Background: an optimization exercise with open tools, aiming at small area and a short achievable clock period. Do not read the settings as production practice.
In this exercise RTL edits were held to simulation tests only and were not proved equivalent to the original.

Setup of v55:
## md_unit
module md_unit (
    input  logic        clk,
    input  logic        reset,
    input  logic        start,
    input  logic        cancel,
    input  logic [2:0]  op,
    input  logic [31:0] a,
    input  logic [31:0] b,
    output logic        busy,
    output logic [31:0] hi,
    output logic [31:0] lo
);
Size: ~140 I/O pins, about 20,000 sq um of cells after synthesis.
Settings: LEC_CHECK=0, ABC_AREA=1, CAP_MARGIN=20, CORE_MARGIN=2, CORE_UTILIZATION=40, SLEW_MARGIN=50, SYNTH_HIERARCHICAL=1, SYNTH_MINIMUM_KEEP_SIZE=2000; clock period 100.0 ns.
standard.sh (not shown) runs the stock make flow with config.mk's settings and CLKGATE_MAP_FILE= SYNTH_SCRIPT=/design/flow/synth_recipe.tcl, a recipe that flattens the netlist after the stock synthesis.
==> flow/flow/run.sh <==
#!/bin/bash
# The standard layout (standard.sh) with two changes:
#  - synthesis maps with ORFS's ABC area script without its upsize step (flow/abc_area.script),
#  - the ports get plain buffers (buf_1) instead of delay cells.
# Tool output: standard_make.log here and ORFS's own logs under orfs/logs.
set -euo pipefail
W=$(pwd)
rm -rf "$W/orfs_scripts"
cp -r "$FLOW_HOME/scripts" "$W/orfs_scripts"
cp "$W/flow/abc_area.script" "$W/orfs_scripts/abc_area.script"
export SCRIPTS_DIR="$W/orfs_scripts"
export BUFFER_PORTS_ARGS="-buffer_cell sky130_fd_sc_hd__buf_1"
bash standard.sh > standard_make.log 2>&1
==> flow/flow/abc_area.script <==
strash
dch
map -B 0.9
topo
stime -c
buffer -c
dnsize -c
Inputs modified between v55 and v5:
Settings: swapping 50 for 20 in SLEW_MARGIN.
-- flow/flow/run.sh --
<<< v55, line 11
export SCRIPTS_DIR="$W/orfs_scripts"
export BUFFER_PORTS_ARGS="-buffer_cell sky130_fd_sc_hd__buf_1"
bash standard.sh > standard_make.log 2>&1
>>> v5, line 11
export SCRIPTS_DIR="$W/orfs_scripts"
export BUFFER_PORTS_ARGS="-buffer_cell sky130_fd_sc_hd__buf_1"
export CTS_ARGS="-sink_clustering_enable -repair_clock_nets -dont_use_dummy_load -buf_list sky130_fd_sc_hd__clkbuf_8"
bash standard.sh > standard_make.log 2>&1
Findings:
- Non-clock buffer count of v5 falls short of that of v55 slightly.
- STATUS cell area: v5 wins against v55
- v5 ended with less setup slack of the critical path after layout than v55.
- Signed area change from the synthesized netlist to the final layout sits lower in v5 than in v55.
- In terms of core outline area, v5 and v55 differ only marginally.
- Sequential share of layout area: v55 and v5 compared, lower one is v55
- Min mean number of vias per cell across v55 and v5: v5
- The antenna diode count reported for v5 is smaller than that of v55 by 1.
- On v5: global-route usage is 0.21 points lower than what v55 gave.
- Looking only at via count, and setting everything else aside, the lower value of v55 and v5 goes to v5.
- Of v55 and v5, v55 shows the higher share of the core filled with cells in the final layout, with v5 below it.
What v28 does differently from v5 at the input level:
-- flow/flow/run.sh --
<<< v5, line 11
export SCRIPTS_DIR="$W/orfs_scripts"
export BUFFER_PORTS_ARGS="-buffer_cell sky130_fd_sc_hd__buf_1"
export CTS_ARGS="-sink_clustering_enable -repair_clock_nets -dont_use_dummy_load -buf_list sky130_fd_sc_hd__clkbuf_8"
bash standard.sh > standard_make.log 2>&1
>>> v28, line 11
export SCRIPTS_DIR="$W/orfs_scripts"
export BUFFER_PORTS_ARGS="-buffer_cell sky130_fd_sc_hd__buf_1"
export CTS_ARGS="-sink_clustering_enable -repair_clock_nets -dont_use_dummy_load"
bash standard.sh > standard_make.log 2>&1
### Flow results
- Taking v5 as the reference point, the met3 wire length of v28 rises by about 3.3%.
- Compared with v5, in v28 via total after detailed routing stayed essentially flat; maximum number of buffers from clock root to sink has remained practically unchanged; utilization rose by 0.39 points.
Setup changes, v28 to v24
==> flow/flow/run.sh <==
#!/bin/bash
# The standard layout (standard.sh) with these changes:
#  - synthesis maps with ORFS's ABC area script without its upsize step (flow/abc_area.script),
#  - the ports get plain buffers (buf_1) instead of delay cells,
#  - clock tree synthesis uses clkbuf_8 and no dummy loads.
# Tool output: standard_make.log here and ORFS's own logs under orfs/logs.
set -euo pipefail
W=$(pwd)
rm -rf "$W/orfs_scripts"
cp -r "$FLOW_HOME/scripts" "$W/orfs_scripts"
cp "$W/flow/abc_area.script" "$W/orfs_scripts/abc_area.script"
export SCRIPTS_DIR="$W/orfs_scripts"
export BUFFER_PORTS_ARGS="-buffer_cell sky130_fd_sc_hd__buf_1"
export CTS_ARGS="-sink_clustering_enable -repair_clock_nets -dont_use_dummy_load -root_buf sky130_fd_sc_hd__clkbuf_16 -buf_list sky130_fd_sc_hd__clkbuf_8"
bash standard.sh > standard_make.log 2>&1
v24 has more setup slack than v28.
v28 has a higher minimum clock period after layout than v24.
Going from v28 to v24, first-iteration DRC count shrinks by about 0.44%.
As far as instance count on the critical path goes, v24 and v28 are indistinguishable; the numbers are identical.
diff inputs: v24 => v32
-- flow/flow/run.sh --
<<< v24, line 12
export SCRIPTS_DIR="$W/orfs_scripts"
export BUFFER_PORTS_ARGS="-buffer_cell sky130_fd_sc_hd__buf_1"
export CTS_ARGS="-sink_clustering_enable -repair_clock_nets -dont_use_dummy_load -root_buf sky130_fd_sc_hd__clkbuf_16 -buf_list sky130_fd_sc_hd__clkbuf_8"
bash standard.sh > standard_make.log 2>&1
>>> v32, line 12
export SCRIPTS_DIR="$W/orfs_scripts"
export BUFFER_PORTS_ARGS="-buffer_cell sky130_fd_sc_hd__buf_1"
export CTS_ARGS="-sink_clustering_enable -repair_clock_nets -dont_use_dummy_load -buf_list sky130_fd_sc_hd__clkbuf_8"
bash standard.sh > standard_make.log 2>&1
[summary]
Number of standard cells in the final layout excluding fillers: v32 vs v24 identical
The higher post-layout minimum cycle time of v32 and v24 is in v32.
Register fraction of the total cell area across v32 and v24: no real change.
--- input diff v32..v21 ---
==> flow/flow/run.sh <==
#!/bin/bash
# Standard layout, with plain buffers (not delay cells) on the ports.
set -euo pipefail
export BUFFER_PORTS_ARGS="-buffer_cell sky130_fd_sc_hd__buf_1"
bash standard.sh > standard_make.log 2>&1
removed: flow/flow/abc_area.script
Findings:
The flow did not stop early for v21: all stages ran, and the layout cleared the timing, design-rule and antenna checks. The data arrival time of the worst path of v21 is lower than that of v32. The run with more setup slack is v21; v32 has less. v21 against v32: number of nets in the layout went down by 10; post-layout utilization of the core went up by 0.28 points; standard-cell row count went up by 1. For final cycle utilization of the critical path, v21 and v32 come out practically identical.


Setup of P:
Starting RTL as in the previous note.
Settings: LEC_CHECK=0, ABC_AREA=1, CAP_MARGIN=20, CORE_MARGIN=2, CORE_UTILIZATION=40, CTS_BUF_LIST=sky130_fd_sc_hd__clkbuf_8, SLEW_MARGIN=20, SYNTH_HIERARCHICAL=1, SYNTH_MINIMUM_KEEP_SIZE=2000; clock period 100.0 ns.
==> flow/flow/run.sh <==
#!/bin/bash
# The standard layout (standard.sh) with two changes:
#  - synthesis maps with ORFS's ABC area script without its upsize step (flow/abc_area.script),
#  - the ports get plain buffers (buf_1) instead of delay cells.
# Tool output: standard_make.log here and ORFS's own logs under orfs/logs.
set -euo pipefail
W=$(pwd)
rm -rf "$W/orfs_scripts"
cp -r "$FLOW_HOME/scripts" "$W/orfs_scripts"
cp "$W/flow/abc_area.script" "$W/orfs_scripts/abc_area.script"
export SCRIPTS_DIR="$W/orfs_scripts"
export BUFFER_PORTS_ARGS="-buffer_cell sky130_fd_sc_hd__buf_1"
bash standard.sh > standard_make.log 2>&1
==> flow/flow/abc_area.script <==
strash
dch
map -B 0.9
topo
stime -c
buffer -c
dnsize -c
The flow did not stop early for P: all stages ran, and the layout cleared the timing, design-rule and antenna checks.
#### Input delta (Q over P)
# P
export LEC_CHECK = 0
export ABC_AREA = 1
export CAP_MARGIN = 20
export CORE_MARGIN = 2
export CORE_UTILIZATION = 40
export CTS_BUF_LIST = sky130_fd_sc_hd__clkbuf_8
export SLEW_MARGIN = 20
export SYNTH_HIERARCHICAL = 1
export SYNTH_MINIMUM_KEEP_SIZE = 2000
create_clock -name core_clock -period 100.0 [get_ports {clk}]
# Q
export LEC_CHECK = 0
export ABC_AREA = 1
export CAP_MARGIN = 20
export CORE_MARGIN = 2
export CORE_UTILIZATION = 40
export CTS_CLUSTER_DIAMETER = 100
export CTS_CLUSTER_SIZE = 30
export SLEW_MARGIN = 20
export SYNTH_HIERARCHICAL = 1
export SYNTH_MINIMUM_KEEP_SIZE = 2000
create_clock -name core_clock -period 100.0 [get_ports {clk}]
Findings:
Min time the final worst path needs with I/O delays and setup across Q and P: Q. The faster design of the two is Q; P tops out lower. Mapped cell area: Q vs P identical. From P to Q the numbers moved as follows: sequential share of layout area went down, design area now larger, wire length reported by the detailed router was more or less identical. Compared with P, in Q number of buffers inserted for hold repair after clock tree synthesis flat, worst hold slack +0.0074 ns.
The inputs of R differ from those of Q as listed below.
# Q
export LEC_CHECK = 0
export ABC_AREA = 1
export CAP_MARGIN = 20
export CORE_MARGIN = 2
export CORE_UTILIZATION = 40
export CTS_CLUSTER_DIAMETER = 100
export CTS_CLUSTER_SIZE = 30
export SLEW_MARGIN = 20
export SYNTH_HIERARCHICAL = 1
export SYNTH_MINIMUM_KEEP_SIZE = 2000
create_clock -name core_clock -period 100.0 [get_ports {clk}]
# R
export LEC_CHECK = 0
export ABC_AREA = 1
export CAP_MARGIN = 20
export CORE_MARGIN = 2
export CORE_UTILIZATION = 40
export SLEW_MARGIN = 20
export SYNTH_HIERARCHICAL = 1
export SYNTH_MINIMUM_KEEP_SIZE = 2000
create_clock -name core_clock -period 100.0 [get_ports {clk}]
Notes after the runs:
The final layout from R, which completed every stage, passed the timing, design-rule and antenna checks at the end of the flow. Re count of cells along the worst register-to-register path: no difference whatsoever between Q and R. For number of signal-net inverters in the final layout, Q and R come out practically identical. Compared with Q, in R sequential share of layout area comparable, synthesized netlist cell count comparable, routed wire length comparable, die footprint comparable. Delta (R minus Q): horizontal extent of the die stayed essentially flat; post-layout instance count excluding filler cells did not really move; fraction of the cycle the final worst path needs comparable.
### R -> S
# R
export LEC_CHECK = 0
export ABC_AREA = 1
export CAP_MARGIN = 20
export CORE_MARGIN = 2
export CORE_UTILIZATION = 40
export SLEW_MARGIN = 20
export SYNTH_HIERARCHICAL = 1
export SYNTH_MINIMUM_KEEP_SIZE = 2000
create_clock -name core_clock -period 100.0 [get_ports {clk}]
# S
export LEC_CHECK = 0
export ABC_AREA = 1
export CAP_MARGIN = 20
export CORE_MARGIN = 2
export CORE_UTILIZATION = 40
export CTS_BUF_LIST = sky130_fd_sc_hd__clkbuf_8 sky130_fd_sc_hd__clkbuf_16
export CTS_CLUSTER_SIZE = 30
export SLEW_MARGIN = 20
export SYNTH_HIERARCHICAL = 1
export SYNTH_MINIMUM_KEEP_SIZE = 2000
create_clock -name core_clock -period 100.0 [get_ports {clk}]
## What came out
- Diff S..R | final cycle utilization of the critical path | negligible
- Diff R -> S | shortest clock period the worst path allows after layout | increase of 0.0034 ns
- Worst-case hold slack came out lower on S than on R.
- Sort R and S by transition time of the tightest slew-check pin, descending, and S comes first.
- On wire length, S tracks R almost exactly.

-- separate check: timing with driven ports --
Ports are ideal in the flow. The routed layouts listed here were re-timed in OpenROAD.
Step 1: set_driving_cell puts a clkbuf_16 on clk and a buf_2 on each other input, an assumption about the parent block.
Step 2, shift: input delay + t, output delay - t, t = (earliest + latest rising clock arrival at the registers) / 2. This alone moves slack from input paths to output paths.
Three values: no drivers, after step 1, after step 2; two values: the first two.
run | t (ns) | slack for setup (ns) | worst register clock-pin slew, ns
v55 | 0.559 | 78.851 / 78.790 / 78.653 | 0.09 / 0.09
v5 | 0.613 | 78.764 / 78.707 / 78.527 | 0.11 / 0.11
v28 | 0.549 | 78.865 / 78.803 / 78.540 | 0.08 / 0.08
v24 | 0.504 | 78.873 / 78.812 / 78.522 | 0.11 / 0.11
v32 | 0.613 | 78.764 / 78.707 / 78.527 | 0.11 / 0.11
v21 | 0.570 | 78.850 / 78.785 / 78.433 | 0.09 / 0.09
P | 0.632 | 78.748 / 78.689 / 78.557 | 0.12 / 0.12
Q | 0.560 | 78.857 / 78.793 / 78.559 | 0.09 / 0.09
R | 0.560 | 78.857 / 78.793 / 78.559 | 0.09 / 0.09
S | 0.559 | 78.854 / 78.790 / 78.552 | 0.09 / 0.09
After both steps setup and hold are still met in every run listed. For v21, which loses most, drivers alone change the setup slack by -0.065 ns; drivers and shift together by -0.417 ns.
